What follows belongs to an exercise in optimizing a design on an open flow for small area; a production flow would make more cautious choices.
Only simulation tests tie the RTL to the original design; equivalence was not proved.
In every run shown here, the design's own scripts or RTL, not TritonCTS, make the clock network.
The clock input has no modelled driver; a real chip could not lean on it and would need a root buffer or a full tree.
No activity file was given, so power comes from the tool's default toggle rates.

==> flow/design.v <==
`default_nettype none
package game_geom_pkg;
	localparam int NUM_LANES = 4;
	typedef logic [9:0] pos_t;           
	typedef logic [NUM_LANES-1:0] lane_mask_t;
	localparam pos_t FALL_STEP = 10'd4;  
	localparam pos_t HIT_Y_MIN = 10'd400;
	localparam pos_t HIT_Y_MAX = 10'd440;
	typedef logic [7:0] count_t;
endpackage
`default_nettype wire
`default_nettype none
package song_pkg;
	typedef logic [7:0] key_t;
	localparam key_t KEY_START = 8'h2C;  
	localparam key_t KEY_STOP  = 8'h29;  
	localparam key_t KEY_LANE0 = 8'h07;  
	localparam key_t KEY_LANE1 = 8'h09;  
	localparam key_t KEY_LANE2 = 8'h0D;  
	localparam key_t KEY_LANE3 = 8'h0E;  
	typedef enum logic [1:0] {IDLE, PLAYING, DRAIN, DONE} game_state_t;
	localparam int SONG_LEN = 16;
	typedef logic [3:0] beat_idx_t;
	function automatic logic [3:0] beat_lanes(beat_idx_t idx);
		case (idx)
			4'd0:    beat_lanes = 4'b0001;
			4'd1:    beat_lanes = 4'b0010;
			4'd2:    beat_lanes = 4'b0100;
			4'd3:    beat_lanes = 4'b1000;
			4'd4:    beat_lanes = 4'b0000;  
			4'd5:    beat_lanes = 4'b0011;
			4'd6:    beat_lanes = 4'b0100;
			4'd7:    beat_lanes = 4'b1000;
			4'd8:    beat_lanes = 4'b0001;
			4'd9:    beat_lanes = 4'b0000;  
			4'd10:   beat_lanes = 4'b1100;
			4'd11:   beat_lanes = 4'b0010;
			4'd12:   beat_lanes = 4'b0001;
			4'd13:   beat_lanes = 4'b1001;
			4'd14:   beat_lanes = 4'b0100;
			default: beat_lanes = 4'b0010;
		endcase
	endfunction
endpackage
`default_nettype wire
`default_nettype none
module rhythm_game_top (
	input  wire        max10_clk1_50,
	input  wire        arst_n,
	input  wire        frame_tick,
	input  wire  [7:0] keycode,
	output logic [1:0] state,
	output logic [3:0] lane_hit,
	output logic [3:0] lane_miss,
	output logic [7:0] hit_count,
	output logic [7:0] miss_count,
	output logic [7:0] combo
);
	localparam logic [1:0] IDLE = 2'd0, PLAYING = 2'd1, DRAIN = 2'd2, DONE = 2'd3;
	logic [2:0] code, key_c;
	logic       key_chg;
	always_comb begin
		case (keycode)
			8'h2C:   code = 3'd1;
			8'h29:   code = 3'd2;
			8'h07:   code = 3'd4;
			8'h09:   code = 3'd5;
			8'h0D:   code = 3'd6;
			8'h0E:   code = 3'd7;
			default: code = 3'd0;
		endcase
	end
	always_ff @(posedge max10_clk1_50 or negedge arst_n) begin
		if (!arst_n) begin
			key_c   <= 3'd0;
			key_chg <= 1'b0;
		end else begin
			key_c   <= code;
			key_chg <= (code != key_c);
		end
	end
	logic       start, stop;
	logic [3:0] press;
	assign start = key_chg && (key_c == 3'd1);
	assign stop  = key_chg && (key_c == 3'd2);
	always_comb
		for (int l = 0; l < 4; l++)
			press[l] = key_chg && (key_c == 3'(4 + l));
	logic restart, clear, clear_q, beat, spawn, busy, go;
	logic [7:0] ticks;           
	logic [7:0] ticks_next;
	logic [3:0] q;               
	logic [3:0] r;               
	assign q  = ticks[7:4];
	assign r  = ticks[3:0];
	assign go = start && (state[1] == state[0]);    
	always_ff @(posedge max10_clk1_50 or negedge arst_n) begin
		if (!arst_n)
			state <= IDLE;
		else if (stop)
			state <= IDLE;
		else if (go)
			state <= PLAYING;
		else if (state == PLAYING && beat && q == 4'd0)    
			state <= DRAIN;
		else if (state == DRAIN && !busy && !spawn)
			state <= DONE;
	end
	always_ff @(posedge max10_clk1_50) begin
		restart <= go;
		clear   <= restart || stop || go;
		clear_q <= clear;
		beat    <= !restart && (state == PLAYING) && frame_tick && (r == 4'd15);
		spawn   <= !stop && (state == PLAYING) && beat;
	end
	logic       tick_en;
	logic [7:0] tcarry;
	assign tick_en = frame_tick && (state == PLAYING || state == DRAIN);
	always_comb begin
		tcarry[0] = 1'b1;
		for (int i = 1; i < 8; i++)
			tcarry[i] = tcarry[i-1] & ticks[i-1];
		for (int i = 0; i < 8; i++)
			ticks_next[i] = !restart && (ticks[i] ^ (tick_en & tcarry[i]));
	end
	always_ff @(posedge max10_clk1_50)
		ticks <= ticks_next;
	logic       z, cand_hi;
	logic [2:0] cslot;
	logic [1:0] vnew, cv;
	logic       inwin, fall;
	logic [7:0][1:0] v;
	logic [7:0] n0, n1;              
	logic [7:0][3:0] l0, l1;         
	logic [7:0] sel, psel, spawn_here, has0, has1, dq;
	logic [3:0] cand_alive, hit_v, miss_v, kill;
	logic       active, notes_clr;
	assign active    = state[0] ^ state[1];
	assign notes_clr = (state == IDLE);
	assign z     = (r == 4'd0);
	assign cand_hi = state[1];       
	assign cslot = q[2:0] + (z ? 3'd1 : 3'd2);
	assign vnew  = {ticks[0] | frame_tick, ~(ticks[0] ^ frame_tick)};
	always_comb begin
		cv = '0;
		for (int s = 0; s < 8; s++)
			cv = cv | ({2{psel[s]}} & v[s]);
	end
	always_comb begin
		case (r)
			4'd0:             inwin = cv[1] & cv[0];       
			4'd1, 4'd2, 4'd3: inwin = 1'b0;
			4'd4:             inwin = ~cv[1];              
			4'd5:             inwin = ~(cv[1] & cv[0]);    
			4'd15:            inwin = cv[1];               
			default:          inwin = 1'b1;
		endcase
		case (r)
			4'd0:    fall = cv[1] & cv[0];
			4'd14:   fall = ~cv[1];
			4'd15:   fall = cv[1] & ~cv[0];
			default: fall = 1'b0;
		endcase
	end
	always_comb begin
		l0 = {4'b0100, 4'b0001, 4'b0000, cand_hi ? 4'b0010 : 4'b1000,
		      4'b0100, cand_hi ? 4'b0001 : 4'b0010, 4'b0001, cand_hi ? 4'b0010 : 4'b1000};
		l1 = {4'b0000, cand_hi ? 4'b1000 : 4'b0010, 4'b0000, 4'b0000,
		      4'b1000, 4'b0000, 4'b0000, 4'b0000};
		has0 = {1'b1, 1'b1, q[3], 1'b1, 1'b1, !q[3], 1'b1, 1'b1};    
		has1 = {1'b0, 1'b1, 1'b0, 1'b0, q[3], 1'b0, 1'b0, 1'b0};
		for (int s = 0; s < 8; s++) begin
			dq[s]         = (q[2:0] == 3'(s));
			spawn_here[s] = spawn && dq[s];
		end
		for (int s = 0; s < 8; s++)
			sel[s] = z ? dq[(s + 7) % 8] : dq[(s + 6) % 8];
		psel    = sel;
		psel[2] = cand_hi ? sel[5] : sel[2];
		psel[5] = 1'b0;
	end
	always_comb begin
		cand_alive = '0;
		for (int s = 0; s < 8; s++)
			cand_alive = cand_alive | ({4{psel[s] & n0[s]}} & l0[s]) | ({4{psel[s] & n1[s]}} & l1[s]);
		hit_v  = press & {4{inwin && active}} & cand_alive;
		miss_v = ~press & {4{frame_tick && fall && active}} & cand_alive;
		kill   = hit_v | miss_v;
	end
	for (genvar s = 0; s < 8; s++) begin : g_slot
		logic k0, k1;
		assign k0 = psel[s] && |(kill & l0[s]);
		assign k1 = psel[s] && |(kill & l1[s]);
		if (s == 3 || s == 6) begin : g_two
			logic [1:0] a;
			logic [1:0] vs;
			always_ff @(posedge max10_clk1_50) begin
				if (notes_clr)
					a <= '0;
				else if (spawn_here[s])
					a <= {has1[s], has0[s]};
				else
					a <= a & ~{k1, k0};
			end
			always_ff @(posedge max10_clk1_50)
				if (spawn_here[s])
					vs <= vnew;
			assign n0[s] = a[0];
			assign n1[s] = a[1];
			assign v[s]  = vs;
		end else if (s == 5) begin : g_none
			assign n0[s] = 1'b0;
			assign n1[s] = 1'b0;
			assign v[s]  = 2'd0;
		end else begin : g_one
			logic [1:0] vs;
			logic       load;
			if (s == 2) begin : g_shared
				assign load = (spawn_here[2] && has0[2]) || (spawn_here[5] && has0[5]);
			end else begin : g_own
				assign load = spawn_here[s] && has0[s];
			end
			always_ff @(posedge max10_clk1_50) begin
				if (notes_clr)
					vs <= '0;
				else if (load)
					vs <= vnew;
				else if (k0)
					vs <= '0;
			end
			assign n0[s] = (vs != 2'd0);
			assign n1[s] = 1'b0;
			assign v[s]  = vs;
		end
	end
	always_ff @(posedge max10_clk1_50 or negedge arst_n) begin
		if (!arst_n) begin
			lane_hit  <= '0;
			lane_miss <= '0;
		end else begin
			lane_hit  <= hit_v;
			lane_miss <= miss_v;
		end
	end
	assign busy = |{n0, n1};
	logic [4:0] hc, mc, cc;
	logic       any_hit, any_miss, two_miss;
	assign any_hit  = |lane_hit;
	assign any_miss = |lane_miss;
	assign two_miss = (lane_miss[0] & lane_miss[1]) | (lane_miss[0] & lane_miss[3]) | (lane_miss[2] & lane_miss[3]);
	always_ff @(posedge max10_clk1_50 or negedge arst_n) begin
		if (!arst_n) begin
			hc <= '0;
			mc <= '0;
			cc <= '0;
		end else if (clear && clear_q) begin    
			hc <= '0;
			mc <= '0;
			cc <= '0;
		end else begin
			hc <= hc + {4'd0, any_hit};
			mc <= mc + {3'd0, two_miss, any_miss & ~two_miss};
			cc <= any_miss ? 5'd0 : cc + {4'd0, any_hit};
		end
	end
	assign hit_count  = {3'd0, hc};
	assign miss_count = {3'd0, mc};
	assign combo      = {3'd0, cc};
endmodule
`default_nettype wire
==> flow/flow/run.sh <==
#!/bin/bash
# The standard layout (standard.sh) with three changes:
#  - synthesis leaves adders to ABC (no extract_fa) and maps the
#    combinational logic with several area-only ABC scripts (flow/abc_*.script),
#    keeping the smallest result; everything else in synthesis, the
#    registers included, is the standard flow's own synthesis script, unchanged
#  - port buffers use the smallest buffer cell
#  - the clock tree uses clkbuf_4 and no dummy loads, and is then replaced
#    (flow/clock_buffers.tcl, run as ORFS's POST_CTS_TCL hook) by two
#    clkbuf_16 fed by the clock port, one for each half of the registers
# The full make output goes to flow_make.log in this folder.
set -euo pipefail
here=$PWD
orig=$(grep -o 'SYNTH_SCRIPT=[^ ]*' standard.sh | head -1 | cut -d= -f2)
cat > flow_synth.tcl <<TCL
proc extract_fa {args} {
  puts "extract_fa skipped"
}
# Map the combinational logic with each of the area-oriented ABC scripts in
# flow/ and keep the smallest result (liberty area of the whole design); the
# registers are mapped before this step and are not touched by it.
proc abc {args} {
  set i [lsearch \$args -script]
  set lib [lindex \$args [expr {[lsearch \$args -liberty] + 1}]]
  set best_area 1e12
  set best ""
  yosys design -save pre_abc
  foreach sc [lsort [glob $here/flow/abc_*.script]] {
    yosys design -load pre_abc
    set a \$args
    lset a [expr {\$i + 1}] \$sc
    if { [catch { yosys abc {*}\$a } err] } {
      puts "ABC script [file tail \$sc] failed: \$err"
      continue
    }
    yosys tee -q -o $here/abc_stat.txt stat -liberty \$lib
    set fh [open $here/abc_stat.txt r]
    set txt [read \$fh]
    close \$fh
    regexp {Chip area for module[^:]*:\s*([0-9.]+)} \$txt -> area
    puts "ABC script [file tail \$sc]: area \$area"
    if { \$area < \$best_area } {
      set best_area \$area
      set best \$sc
      yosys design -save best_abc
    }
  }
  yosys design -load best_abc
  puts "ABC script chosen: [file tail \$best] (area \$best_area)"
}
source $orig
TCL
sed "s#SYNTH_SCRIPT=[^ ]*#SYNTH_SCRIPT=$here/flow_synth.tcl#" standard.sh > flow_standard.sh
export SKIP_REPAIR_TIE_FANOUT=1
export SYNTH_INSBUF=0
export BUFFER_PORTS_ARGS="-buffer_cell sky130_fd_sc_hd__buf_1"
export POST_CTS_TCL=$here/flow/clock_buffers.tcl
export KBUF_N=3
export KBUF_CELL=sky130_fd_sc_hd__clkbuf_8
export CTS_ARGS="-sink_clustering_enable -repair_clock_nets -dont_use_dummy_load -buf_list sky130_fd_sc_hd__clkbuf_4"
bash flow_standard.sh finish > flow_make.log 2>&1
==> flow/flow/abc_A3.script <==
strash
balance -l
 resub -K 6 -l
 rewrite -l
 resub -K 6 -N 2 -l
 refactor -l
 resub -K 8 -l
 balance -l
 resub -K 8 -N 2 -l
 rewrite -l
 resub -K 10 -l
 rewrite -z -l
 resub -K 10 -N 2 -l
 balance -l
 resub -K 12 -l
 refactor -z -l
 resub -K 12 -N 2 -l
 rewrite -z -l
 balance -l
balance -l
 resub -K 6 -l
 rewrite -l
 resub -K 6 -N 2 -l
 refactor -l
 resub -K 8 -l
 balance -l
 resub -K 8 -N 2 -l
 rewrite -l
 resub -K 10 -l
 rewrite -z -l
 resub -K 10 -N 2 -l
 balance -l
 resub -K 12 -l
 refactor -z -l
 resub -K 12 -N 2 -l
 rewrite -z -l
 balance -l
dch -f
amap
topo
==> flow/flow/abc_DA0.script <==
strash
&get -n
&deepsyn -T 5 -S 0
&put
dch -f
amap
topo
==> flow/flow/abc_DA1.script <==
strash
&get -n
&deepsyn -T 5 -S 1
&put
dch -f
amap
topo
==> flow/flow/abc_DA5.script <==
strash
&get -n
&deepsyn -T 5 -S 5
&put
dch -f
amap
topo
==> flow/flow/abc_DC0.script <==
strash
&get -n
&deepsyn -T 5 -S 0
&put
balance -l
 resub -K 6 -l
 rewrite -l
 resub -K 6 -N 2 -l
 refactor -l
 resub -K 8 -l
 balance -l
 resub -K 8 -N 2 -l
 rewrite -l
 resub -K 10 -l
 rewrite -z -l
 resub -K 10 -N 2 -l
 balance -l
 resub -K 12 -l
 refactor -z -l
 resub -K 12 -N 2 -l
 rewrite -z -l
 balance -l
dch -f
amap
topo
==> flow/flow/abc_DC1.script <==
strash
&get -n
&deepsyn -T 5 -S 1
&put
balance -l
 resub -K 6 -l
 rewrite -l
 resub -K 6 -N 2 -l
 refactor -l
 resub -K 8 -l
 balance -l
 resub -K 8 -N 2 -l
 rewrite -l
 resub -K 10 -l
 rewrite -z -l
 resub -K 10 -N 2 -l
 balance -l
 resub -K 12 -l
 refactor -z -l
 resub -K 12 -N 2 -l
 rewrite -z -l
 balance -l
dch -f
amap
topo
==> flow/flow/abc_DS0.script <==
strash
&get -n
&deepsyn -T 5 -S 0
&put
&get -n
&dch -f
&nf -R 1000
&put
topo
==> flow/flow/abc_DS1.script <==
strash
&get -n
&deepsyn -T 5 -S 1
&put
&get -n
&dch -f
&nf -R 1000
&put
topo
==> flow/flow/abc_DS2.script <==
strash
&get -n
&deepsyn -T 5 -S 2
&put
&get -n
&dch -f
&nf -R 1000
&put
topo
==> flow/flow/abc_DS3.script <==
strash
&get -n
&deepsyn -T 5 -S 3
&put
&get -n
&dch -f
&nf -R 1000
&put
topo
==> flow/flow/abc_E.script <==
strash
dch
amap
topo
==> flow/flow/abc_I.script <==
strash
dc2
balance
rewrite -z
refactor -z
rewrite -z
&get -n
&dch -f
&nf -R 1000
&put
topo
==> flow/flow/abc_M.script <==
strash
dc2
dch -f
amap
topo
==> flow/flow/abc_P.script <==
strash
balance -l
 resub -K 6 -l
 rewrite -l
 resub -K 6 -N 2 -l
 refactor -l
 resub -K 8 -l
 balance -l
 resub -K 8 -N 2 -l
 rewrite -l
 resub -K 10 -l
 rewrite -z -l
 resub -K 10 -N 2 -l
 balance -l
 resub -K 12 -l
 refactor -z -l
 resub -K 12 -N 2 -l
 rewrite -z -l
 balance -l
dch -f
amap
topo
==> flow/flow/abc_Q.script <==
strash
balance -l
 resub -K 6 -l
 rewrite -l
 resub -K 6 -N 2 -l
 refactor -l
 resub -K 8 -l
 balance -l
 resub -K 8 -N 2 -l
 rewrite -l
 resub -K 10 -l
 rewrite -z -l
 resub -K 10 -N 2 -l
 balance -l
 resub -K 12 -l
 refactor -z -l
 resub -K 12 -N 2 -l
 rewrite -z -l
 balance -l
balance -l
 resub -K 6 -l
 rewrite -l
 resub -K 6 -N 2 -l
 refactor -l
 resub -K 8 -l
 balance -l
 resub -K 8 -N 2 -l
 rewrite -l
 resub -K 10 -l
 rewrite -z -l
 resub -K 10 -N 2 -l
 balance -l
 resub -K 12 -l
 refactor -z -l
 resub -K 12 -N 2 -l
 rewrite -z -l
 balance -l
&get -n
&dch -f
&nf -R 1000
&put
topo
==> flow/flow/abc_S.script <==
strash
balance -l
 resub -K 6 -l
 rewrite -l
 resub -K 6 -N 2 -l
 refactor -l
 resub -K 8 -l
 balance -l
 resub -K 8 -N 2 -l
 rewrite -l
 resub -K 10 -l
 rewrite -z -l
 resub -K 10 -N 2 -l
 balance -l
 resub -K 12 -l
 refactor -z -l
 resub -K 12 -N 2 -l
 rewrite -z -l
 balance -l
balance -l
 resub -K 6 -l
 rewrite -l
 resub -K 6 -N 2 -l
 refactor -l
 resub -K 8 -l
 balance -l
 resub -K 8 -N 2 -l
 rewrite -l
 resub -K 10 -l
 rewrite -z -l
 resub -K 10 -N 2 -l
 balance -l
 resub -K 12 -l
 refactor -z -l
 resub -K 12 -N 2 -l
 rewrite -z -l
 balance -l
dch -f
amap
topo
==> flow/flow/abc_U.script <==
strash
balance -l
 resub -K 6 -l
 rewrite -l
 resub -K 6 -N 2 -l
 refactor -l
 resub -K 8 -l
 balance -l
 resub -K 8 -N 2 -l
 rewrite -l
 resub -K 10 -l
 rewrite -z -l
 resub -K 10 -N 2 -l
 balance -l
 resub -K 12 -l
 refactor -z -l
 resub -K 12 -N 2 -l
 rewrite -z -l
 balance -l
dch -f
amap -m
topo
==> flow/flow/abc_V.script <==
strash
balance -l
 resub -K 6 -l
 rewrite -l
 resub -K 6 -N 2 -l
 refactor -l
 resub -K 8 -l
 balance -l
 resub -K 8 -N 2 -l
 rewrite -l
 resub -K 10 -l
 rewrite -z -l
 resub -K 10 -N 2 -l
 balance -l
 resub -K 12 -l
 refactor -z -l
 resub -K 12 -N 2 -l
 rewrite -z -l
 balance -l
&get -n
&dch -f
&nf -R 1000
&put
topo
==> flow/flow/abc_V6.script <==
strash
balance -l
 resub -K 6 -l
 rewrite -l
 resub -K 6 -N 2 -l
 refactor -l
 resub -K 8 -l
 balance -l
 resub -K 8 -N 2 -l
 rewrite -l
 resub -K 10 -l
 rewrite -z -l
 resub -K 10 -N 2 -l
 balance -l
 resub -K 12 -l
 refactor -z -l
 resub -K 12 -N 2 -l
 rewrite -z -l
 balance -l
&get -n
&dch
&nf -R 1000
&put
topo
==> flow/flow/abc_W.script <==
strash
balance -l
 resub -K 6 -l
 rewrite -l
 resub -K 6 -N 2 -l
 refactor -l
 resub -K 8 -l
 balance -l
 resub -K 8 -N 2 -l
 rewrite -l
 resub -K 10 -l
 rewrite -z -l
 resub -K 10 -N 2 -l
 balance -l
 resub -K 12 -l
 refactor -z -l
 resub -K 12 -N 2 -l
 rewrite -z -l
 balance -l
dch -f
amap -F 20 -A 20 -C 5000
topo
==> flow/flow/abc_X.script <==
strash
balance -l
 resub -K 6 -l
 rewrite -l
 resub -K 6 -N 2 -l
 refactor -l
 resub -K 8 -l
 balance -l
 resub -K 8 -N 2 -l
 rewrite -l
 resub -K 10 -l
 rewrite -z -l
 resub -K 10 -N 2 -l
 balance -l
 resub -K 12 -l
 refactor -z -l
 resub -K 12 -N 2 -l
 rewrite -z -l
 balance -l
ifraig
balance -l
 resub -K 6 -l
 rewrite -l
 resub -K 6 -N 2 -l
 refactor -l
 resub -K 8 -l
 balance -l
 resub -K 8 -N 2 -l
 rewrite -l
 resub -K 10 -l
 rewrite -z -l
 resub -K 10 -N 2 -l
 balance -l
 resub -K 12 -l
 refactor -z -l
 resub -K 12 -N 2 -l
 rewrite -z -l
 balance -l
dch -f
amap
topo
==> flow/flow/clock_buffers.tcl <==
set block [ord::get_db_block]
set db [ord::get_db]
set port_net [$block findNet max10_clk1_50]
set sinks {}
set bufs {}
proc walk { net } {
  upvar sinks sinks bufs bufs
  foreach it [$net getITerms] {
    if { [$it isOutputSignal] } { continue }
    set inst [$it getInst]
    set m [[$inst getMaster] getName]
    if { [string match "sky130_fd_sc_hd__clkbuf*" $m] || [string match "sky130_fd_sc_hd__clkinv*" $m] } {
      lappend bufs $inst
      foreach o [$inst getITerms] {
        if { [$o isOutputSignal] && [$o getNet] != "NULL" } { walk [$o getNet] }
      }
    } else {
      lappend sinks $it
    }
  }
}
walk $port_net
set dead {}
foreach inst $bufs {
  foreach o [$inst getITerms] {
    set n [$o getNet]
    if { [$o isOutputSignal] && $n != "NULL" } { $o disconnect; lappend dead $n }
  }
  odb::dbInst_destroy $inst
}
foreach n [lsort -unique $dead] { odb::dbNet_destroy $n }
# sink coordinates
set pts {}
foreach it $sinks {
  set bb [[$it getInst] getBBox]
  lappend pts [list [expr {([$bb xMin] + [$bb xMax]) / 2}] [expr {([$bb yMin] + [$bb yMax]) / 2}] $it]
}
set K $::env(KBUF_N)
# split: K=2 by x; K=4 by x then y; K=3 by x into thirds
proc split_by { pts idx n } {
  set s [lsort -integer -index $idx $pts]
  set out {}
  set len [llength $s]
  for {set i 0} {$i < $n} {incr i} {
    lappend out [lrange $s [expr {$i * $len / $n}] [expr {($i + 1) * $len / $n - 1}]]
  }
  return $out
}
if { $K == 4 } {
  set groups {}
  foreach g [split_by $pts 0 2] { foreach h [split_by $g 1 2] { lappend groups $h } }
} else {
  set groups [split_by $pts 0 $K]
}
set master [$db findMaster $::env(KBUF_CELL)]
set i 0
foreach g $groups {
  set buf [odb::dbInst_create $block $master clkbuf_leaf_$i]
  set leaf [odb::dbNet_create $block clknet_leaf_$i]
  $leaf setSigType CLOCK
  [$buf findITerm A] connect $port_net
  [$buf findITerm X] connect $leaf
  set xs 0; set ys 0
  foreach p $g { set xs [expr {$xs + [lindex $p 0]}]; set ys [expr {$ys + [lindex $p 1]}]; [lindex $p 2] disconnect; [lindex $p 2] connect $leaf }
  $buf setLocation [expr {$xs / [llength $g]}] [expr {$ys / [llength $g]}]
  $buf setPlacementStatus PLACED
  incr i
}
detailed_placement
estimate_parasitics -placement
==> flow/standard.sh <==
#!/bin/bash
# synth_recipe.tcl (not shown) runs the flow's synth.tcl, then flattens the netlist and writes it again
# the make line also repeats each setting of config.mk as NAME=value (left out here)
make -C /OpenROAD-flow-scripts/flow DESIGN_CONFIG=/design/flow/config.mk WORK_HOME=/design/flow/orfs CLKGATE_MAP_FILE= SYNTH_SCRIPT=/design/flow/synth_recipe.tcl "${@:-finish}"
==> flow/config.mk <==
export PLATFORM = sky130hd
export DESIGN_NAME = rhythm_game_top
export DESIGN_NICKNAME = rhythm_game_top
export VERILOG_FILES = /design/flow/design.v
export SDC_FILE = /design/flow/constraint.sdc
export NUM_CORES = 4
export LEC_CHECK = 0
export ABC_AREA = 1
export CAP_MARGIN = 0
export CORE_MARGIN = 2
export CORE_UTILIZATION = 60
export GPL_TIMING_DRIVEN = 0
export SLEW_MARGIN = 0
==> flow/constraint.sdc <==
create_clock -name core_clock -period 5.0 [get_ports {max10_clk1_50}]
set_input_delay 1.0000 -clock core_clock [delete_from_list [all_inputs] [get_ports {max10_clk1_50}]]
set_output_delay 1.0000 -clock core_clock [all_outputs]
set_load 0.01 [all_outputs]
==> summary.md, run 1 <==
| Metric | Value |
|---|---|
| EDFF count, synth | 4 |
| Core area | roughly 4300 sq um |
| Fin Setup TNS | 0 ps |
| Final hold slack | roughly 370 ps |
| Final worst path period need | 4380 ps |
| GRT Util Overall | about a quarter |
| P_leak | 1.10 nW |
| GRT overflow | 0 |
| Share of layout cells above drive strength 1 | ~1.1% |
| Final setup skew | roughly 4 ps |
| Worst setup EP type | flop |
| Vias in the first global route | 2188 |
| Peak supply drop | approximately 0.25 mV |
| Slew Viols, Final | 0 |
| RSZ-0062 raised after global routing | no |
| Layout filler cell count | around 370 |
| Mapped Area | around 2700 sq um |
| Placed Area | ~2900 sq um |
| Gp weighted congestion | roughly 0.9 |
| HPWL Detailed | about 4.5 mm |
| WP buf/inv | 1 |
| First-pass GRT wire length | 10.1 mm |
| Crit path DAT | between 4000 and 5000 ps |
| Critical Path Fanout Max | 8 |
| Post-synth net total | about 320 |
| Ranking of synthesized cells by area | dfrtp_1, dfxtp_1, nor2_1 |
| Async SR Flop Fraction | 48.3% |
| Via Count | 2338 |
| Seq/Total Area, Yosys | between 50% and 60% |
| Die width | between 70 and 80 um |
| Final setup vio count | 0 |
| Crit path launch type | flop |
| Die Area | 5020 sq um |
| Vias per cell | 5.83 |
| Initial DRC count | 130 |
| Top-area cell type share of the netlist area | a little over a quarter |
| Placed cell count | around 400 |
| DRT antenna net count | 0 |
| I/O Buffers | 35 |
| Yosys top cell by area | dfrtp_1 |
| # IOs | 45 |
| Post-synth top flop | dfrtp_1 |
| Ant diodes | 0 |
| Wire per inst | 14.3 um |
| Slew margin rel. | 43.2% |
| Fmax | roughly 230 MHz |
| Remaining DRCs | 0 |
| Largest net degree at the start of global routing | 30 |
| Register bit total from synthesis | 60 |
| Slowest CP cell | a2111oi_0 |
| Initial core utilization | 62.0% |
| Most used cell, CP | nor2_1 |
| Crit Path Class | reg -> reg |
| Total power | 0.789 mW |
| Nets | about 360 |
| Total of max-cap violations | 0 |
| Non-Filler Instances | 401 |
| Pre-antenna DRT Iters | 4 |
| Synth Instances | between 300 and 400 |
| Outcome | finished clean |
| Syn_area_per_cell | ~8.6 sq um |
| Final Core Density | between 60% and 70% |
| Crit path max-delay family | compound AO/OA/AOI/OAI gates |
| Slew @ Worst Pin | 831 ps |
| Crit path cell chain | nor4_1 -> clkinv_1 -> nor2_1 -> nor2_1 -> a31oi_1 -> nor2_1 -> a211o_1 -> a2111oi_0 -> a21oi_1 -> o311ai_0 -> nand2_1 -> nor4_1 -> or2_0 -> nor3_1 -> o211ai_1 -> o22ai_1 |
| Slowest stage delay, CP | around 570 ps |
| Clock Sinks | 60 |
| Dpl ws | 726 ps |
| Worst EP required | between 5000 and 6000 ps |
| Tcrit/Tclk final | between 80% and 90% |
| Routed WL | between 5 and 6 mm |
| Worst skew pair latency | ~170 ps |
| Setup ws final | approximately 620 ps |
| Standard-cell rows | 24 |
| Antenna violations before repair | 0 |
| Post-route cell area | slightly below 3000 sq um |
| Final Hold Fails | 0 |
| Clock Pin Slew Worst Setup and Hold Paths | 120 ps |
| Pwr/cell area | between 200 and 300 nW/um^2 |
| Min-Delay Path Class | reg -> reg |
| Synth warn | 1 |
| Synthesis-to-layout area growth | 8.92% |
| Die height | ~71 um |
| Cell variety after synth | 35 |
cell usage after synthesis (2+ instances only):
library cell and number:
o21a_1 2, a221oi_1 2, o21ai_0 9, nand2b_1 3, dfxtp_1 27, nor3b_1 4
nor4_1 8, a2111oi_0 2, nand3_1 4, o22ai_1 17, edfxtp_1 4, a21o_1 2
and2_0 6, nor3_1 28, nor2_1 52, dfrtp_1 29, nand2_1 24, nand4_1 3
clkinv_1 37, a211oi_1 11, a21oi_1 8, and3_1 6, o211ai_1 6, a31oi_1 2
or4_1 2, or2_0 2, or3_1 2, o221a_1 2
routing by layer:
layer | share of wire, % | global-route usage (%) | wire length (um) | up-vias
li1 | - | - | - | 1197
met1 | 48 | 37.3 | 2780 | 1062
met2 | 44 | 37.9 | 2510 | 70
met3 | 6.4 | 5.13 | 366 | 9
met4 | 1.2 | 5.45 | 67 | 0
met5 | 0 | 0 | 0 | -
worst register-to-register path, delay by kind of cell (launching register included):
| kind | cells | cell delay [ps] |
|---|---|---|
| buffers and inverters | 1 | 150 |
| flip-flops | 1 | 410 |
| AND/OR/NAND/NOR | 8 | 1690 |
| AO/OA/AOI/OAI | 7 | 2020 |
sequential cells by signal, summed over array words and instances, names as in the netlist:
signal	count
g_slot.genblk1.g_one.vs	10
ticks	8
cc	5
hc	5
mc	5
g_slot.g_two.a	4
g_slot.g_two.vs	4
lane_hit	4
lane_miss	4
key_c	3
state	2
beat	1
clear	1
clear_q	1
key_chg	1
restart	1
spawn	1
path summary, 6_finish.rpt:
check | cells past startpoint | end | startpoint | slack, ps
worst max-delay path | 16 | g_slot[4].genblk1.g_one.vs[1] | ticks[0] | 620
worst min-delay path | 0 | clear_q | clear | 370
worst max register to register | 16 | g_slot[4].genblk1.g_one.vs[1] | ticks[0] | 620
worst min register to register | 0 | clear_q | clear | 370
max in group asynchronous | 1 | key_c[2] | arst_n | 3760
min in group asynchronous | 1 | mc[0] | arst_n | 830
report_power, final:
group / switching, mW / internal, mW
Clock: 0.119 / 0.0563
Sequential: 0.0163 / 0.502
Combinational: 0.0655 / 0.0296
kinds of logic (layout without fill, tap and decap cells):
| kind of cell | count (synthesis) | count (layout) | share of synthesized area, % |
|---|---|---|---|
| DFF | 60 | 60 | 51.7 |
| buffers and inverters | 37 | 75 | 5.18 |
| other | 1 | 1 | 0.140 |
| AOI/OAI and AO/OA | 68 | 68 | 17.4 |
| and+or+nand+nor | 145 | 145 | 25.5 |
cell type report:
type                            count  area (sq um)  share of cell area, %
Buffer                              3          41.3                   1.41
Tap cell                           52          65.1                   2.23
Sequential cell                    60          1390                   47.5
Multi-Input combinational cell    214          1150                   39.6
Timing Repair Buffer               35           133                   4.54
Inverter                           37           139                   4.76
cells in the final DEF (no fill, tap or decap), types with 3 or more instances in the layout:
cell,netlist,layout
nand2_1,24,24
clkinv_1,37,37
dfxtp_1,27,27
edfxtp_1,4,4
a211oi_1,11,11
nand3_1,4,4
nor4_1,8,8
o21ai_0,9,9
o22ai_1,17,17
nor3b_1,4,4
and3_1,6,6
o211ai_1,6,6
nand4_1,3,3
a21oi_1,8,8
nor2_1,52,52
and2_0,6,6
nor3_1,28,28
dfrtp_1,29,29
buf_1,0,34
clkbuf_8,0,3
nand2b_1,3,3
==> run 2, diff against run 1 <==
--- a/flow/flow/run.sh
+++ b/flow/flow/run.sh
@@ -55,7 +55,7 @@
 export SYNTH_INSBUF=0
 export BUFFER_PORTS_ARGS="-buffer_cell sky130_fd_sc_hd__buf_1"
 export POST_CTS_TCL=$here/flow/clock_buffers.tcl
-export KBUF_N=3
-export KBUF_CELL=sky130_fd_sc_hd__clkbuf_8
+export KBUF_N=2
+export KBUF_CELL=sky130_fd_sc_hd__clkbuf_16
 export CTS_ARGS="-sink_clustering_enable -repair_clock_nets -dont_use_dummy_load -buf_list sky130_fd_sc_hd__clkbuf_4"
 bash flow_standard.sh finish > flow_make.log 2>&1
==> run 2 against run 1 <==
Compared with the run above: sequential share of layout area shrank 0.14 points; utilization grew 0.20 points; via count grew 0.64%; clock skew is essentially flat; hold slack is essentially flat; synthesized area is the same; wire length grew 0.82%; global-route usage shrank 0.25 points; combinational power is essentially flat; die area is the same; register-to-register slack is essentially flat; setup slack lost 4.9 ps; critical endpoint unchanged.
==> summary.md, run 2 <==
| Metric | Value |
|---|---|
| Outcome | finished clean (unchanged) |
| Share of layout cells above drive strength 1 | 0.862% (was 1.15%) |
| Post-synth net total | 322 (unchanged) |
| Peak supply drop | 0.266 mV (was 0.251 mV) |
| Final setup skew | 4.13 ps (was 4.07 ps) |
| Post-synth top flop | dfrtp_1 (unchanged) |
| Async SR Flop Fraction | 48.3% (unchanged) |
| Final Hold Fails | 0 (unchanged) |
| Most common cell after layout, fill and taps aside | nor2_1 (unchanged) |
| Yosys top cell by area | dfrtp_1 (unchanged) |
| Fin Setup TNS | 0 ps (unchanged) |
| Synth warn | 1 (unchanged) |
| Vias in the first global route | 2161 (was 2188) |
| Top Registers | g_slot.genblk1.g_one.vs: 10 flops, ticks: 8 flops (unchanged) |
| GRT overflow | 0 (unchanged) |
| Fmax | 228 MHz (about the same) |
| Ranking of synthesized cells by area | dfrtp_1, dfxtp_1, nor2_1 (unchanged) |
| Non-Filler Instances | 400 (was 401) |
| Die width | 70.8 um (unchanged) |
| Standard-cell rows | 24 (unchanged) |
| Layout filler cell count | 373 (was 368) |
| Mapped Area | 2680 sq um (unchanged) |
| Synth Instances | 311 (unchanged) |
| Initial core utilization | 62.0% (unchanged) |
| Hold path cells | 0 (unchanged) |
| Leading cell types by count after synthesis | nor2_1, clkinv_1, dfrtp_1, nor3_1, dfxtp_1 (unchanged) |
| GRT Util Overall | 24.7% (was 25.0%) |
| Wire per inst | 14.4 um (was 14.3 um) |
| Initial DRC count | 183 (was 130) |
| RSZ-0062 raised after global routing | no (unchanged) |
| Critical Path Fanout Max | 8 (unchanged) |
| Seq/Total Area, Yosys | 51.7% (unchanged) |
| Tcrit/Tclk final | 87.8% (was 87.7%) |
| DRT antenna net count | 0 (unchanged) |
| Grt met3 use | 4.56% (was 5.13%) |
| Crit path DAT | 4450 ps (about the same) |
| Pre-antenna DRT Iters | 4 (unchanged) |
| Final setup vio count | 0 (unchanged) |
| Crit Path Class | reg -> reg (unchanged) |
| Slew Viols, Final | 0 (unchanged) |
| Die height | 70.8 um (unchanged) |
| P_leak | 1.10 nW (about the same) |
| Placed cell count | 398 (unchanged) |
| Final worst path period need | 4390 ps (was 4380 ps) |
| Max reg flops | 10 (unchanged) |
| Crit path launch type | flop (unchanged) |
| Register bit total from synthesis | 60 (unchanged) |
| Vias per cell | 5.88 (was 5.83) |
| Count leader, synth | nor2_1 (unchanged) |
| First-pass GRT wire length | 10.1 mm (about the same) |
| Met2 Usage GRT | 37.9% (unchanged) |
| # IOs | 45 (unchanged) |
| Total of max-cap violations | 0 (unchanged) |
| Core area | 4320 sq um (unchanged) |
| Largest net degree at the start of global routing | 31 (was 30) |
| Remaining DRCs | 0 (unchanged) |
| Final hold slack | 371 ps (about the same) |
| Cells on worst reg2reg path | 16 (unchanged) |
| Gp weighted congestion | 0.901 (unchanged) |
| Clock Sinks | 60 (unchanged) |
| Top-area cell type share of the netlist area | 27.1% (unchanged) |
| Worst EP required | 5060 ps (was 5070 ps) |
| Reg2reg setup slack | 610 ps (was 620 ps) |
| Cell variety after synth | 35 (unchanged) |
| I/O Buffers | 35 (unchanged) |
| EDFF count, synth | 4 (unchanged) |
| Min-Delay Path Class | reg -> reg (unchanged) |
| Synthesis-to-layout area growth | 9.24% (was 8.92%) |
| Ant diodes | 0 (unchanged) |
| Syn_area_per_cell | 8.62 sq um (unchanged) |
| Largest reg by FF count | g_slot.genblk1.g_one.vs (unchanged) |
| Slew @ Worst Pin | 808 ps (was 831 ps) |
| Antenna violations before repair | 0 (unchanged) |
| Setup ws final | 612 ps (was 617 ps) |
| Worst setup EP type | flop (unchanged) |
| HPWL Detailed | 4.46 mm (unchanged) |
| Commonest non-fill, non-tap cells in the layout | nor2_1, clkinv_1, buf_1, dfrtp_1, nor3_1 (unchanged) |
| Nets | 361 (was 362) |
| Worst skew pair latency | 170 ps (about the same) |
| Dpl ws | 726 ps (unchanged) |
| Routed WL | 5.77 mm (was 5.72 mm) |
| Slew margin rel. | 44.7% (was 43.2%) |
| Met1 Use GR | 37.8% (was 37.3%) |
| Total power | 0.808 mW (was 0.789 mW) |
| Via Count | 2353 (was 2338) |
| Busiest layer in global routing | met2 (unchanged) |
| Die Area | 5020 sq um (unchanged) |
| Clock Pin Slew Worst Setup and Hold Paths | 110 ps (was 120 ps) |
| Pwr/cell area | 276 nW/um^2 (was 270 nW/um^2) |
run 2: cell counts after synthesis:
Identical to the previous run, type by type.
run 2: path summary, 6_finish.rpt:
| path | from | end |
|---|---|---|
| worst max-delay path | ticks[0] | g_slot[4].genblk1.g_one.vs[1] |
| worst min-delay path | clear | clear_q |
| worst max register to register | ticks[0] | g_slot[4].genblk1.g_one.vs[1] |
| worst min register to register | clear | clear_q |
| max in group asynchronous | arst_n | key_chg |
| min in group asynchronous | arst_n | mc[0] |
run 2: where the power goes:
group	internal, mW	switching, mW	leakage [nW]
Sequential	0.502	0.0161	0.659
Combinational	0.0296	0.0655	0.418
Clock	0.0745	0.120	0.0246
run 2: layout make-up:
class	count	area, sq um	area share [%]
repair buffers	35	133	4.53
inverters	37	139	4.74
flip-flops and latches	60	1390	47.4
multi-input cells	214	1150	39.4
plain buffers	2	50.0	1.71
well taps	52	65.1	2.22
run 2: kinds of logic (layout without fill, tap and decap cells):
family	after synthesis	count (layout)	share of synthesized area (%)
buf+inv	37	74	5.18
compound gates	68	68	17.4
flops	60	60	51.7
simple gates	145	145	25.5
other cells	1	1	0.140
run 2: per-stage QoR:
| step | area [sq um] | util [%] |
|---|---|---|
| final | 2930 | 67.7 |
| after floorplan | 2680 | - |
| after global routing | 2930 | 67.7 |
| after global placement | 2880 | 66.5 |
| after detailed placement | 2880 | 66.6 |
run 2: per-layer routing:
layer	vias up	part of all wire [%]
met3	6	5.8
met2	77	43
met1	1071	50
met4	0	0.95
met5	-	0
li1	1199	-
run 2: critical path, stage by stage, from the launching register on:
cell and delay (ps):
dfxtp_1 400, nor4_1 390, clkinv_1 150, nor2_1 210, nor2_1 150, a31oi_1 280
nor2_1 110, a211o_1 250, a2111oi_0 580, a21oi_1 190, o311ai_0 380, nand2_1 190
nor4_1 300, or2_0 220, nor3_1 110, o211ai_1 260, o22ai_1 90

afterwards: timing with drivers on the ports:
The flow's constraints put no driver on any port. The routed layouts listed below were extracted and timed again, unchanged, in two steps.
Step 1 (the two cells are an assumption about what drives the block):
set clk [get_ports {max10_clk1_50}]
set_driving_cell -lib_cell sky130_fd_sc_hd__clkbuf_16 $clk
set_driving_cell -lib_cell sky130_fd_sc_hd__buf_2 [delete_from_list [all_inputs] $clk]
Step 2 moves the port delays by t, midway between the first and last clock arrival at a register: inputs arrive t later, outputs are due t later. That takes back most of the time a late clock gives input paths.
Three values: ideal, step 1, step 2; two values: the first two.
| run | t, ns | setup slack, ns | worst setup path after step 2 |
|---|---|---|---|
| run 1 | 0.213 | 0.617 / 0.617 / 0.617 | register to register |
| run 2 | 0.214 | 0.612 / 0.612 / 0.612 | register to register |
After both steps setup and hold are still met in every run listed.
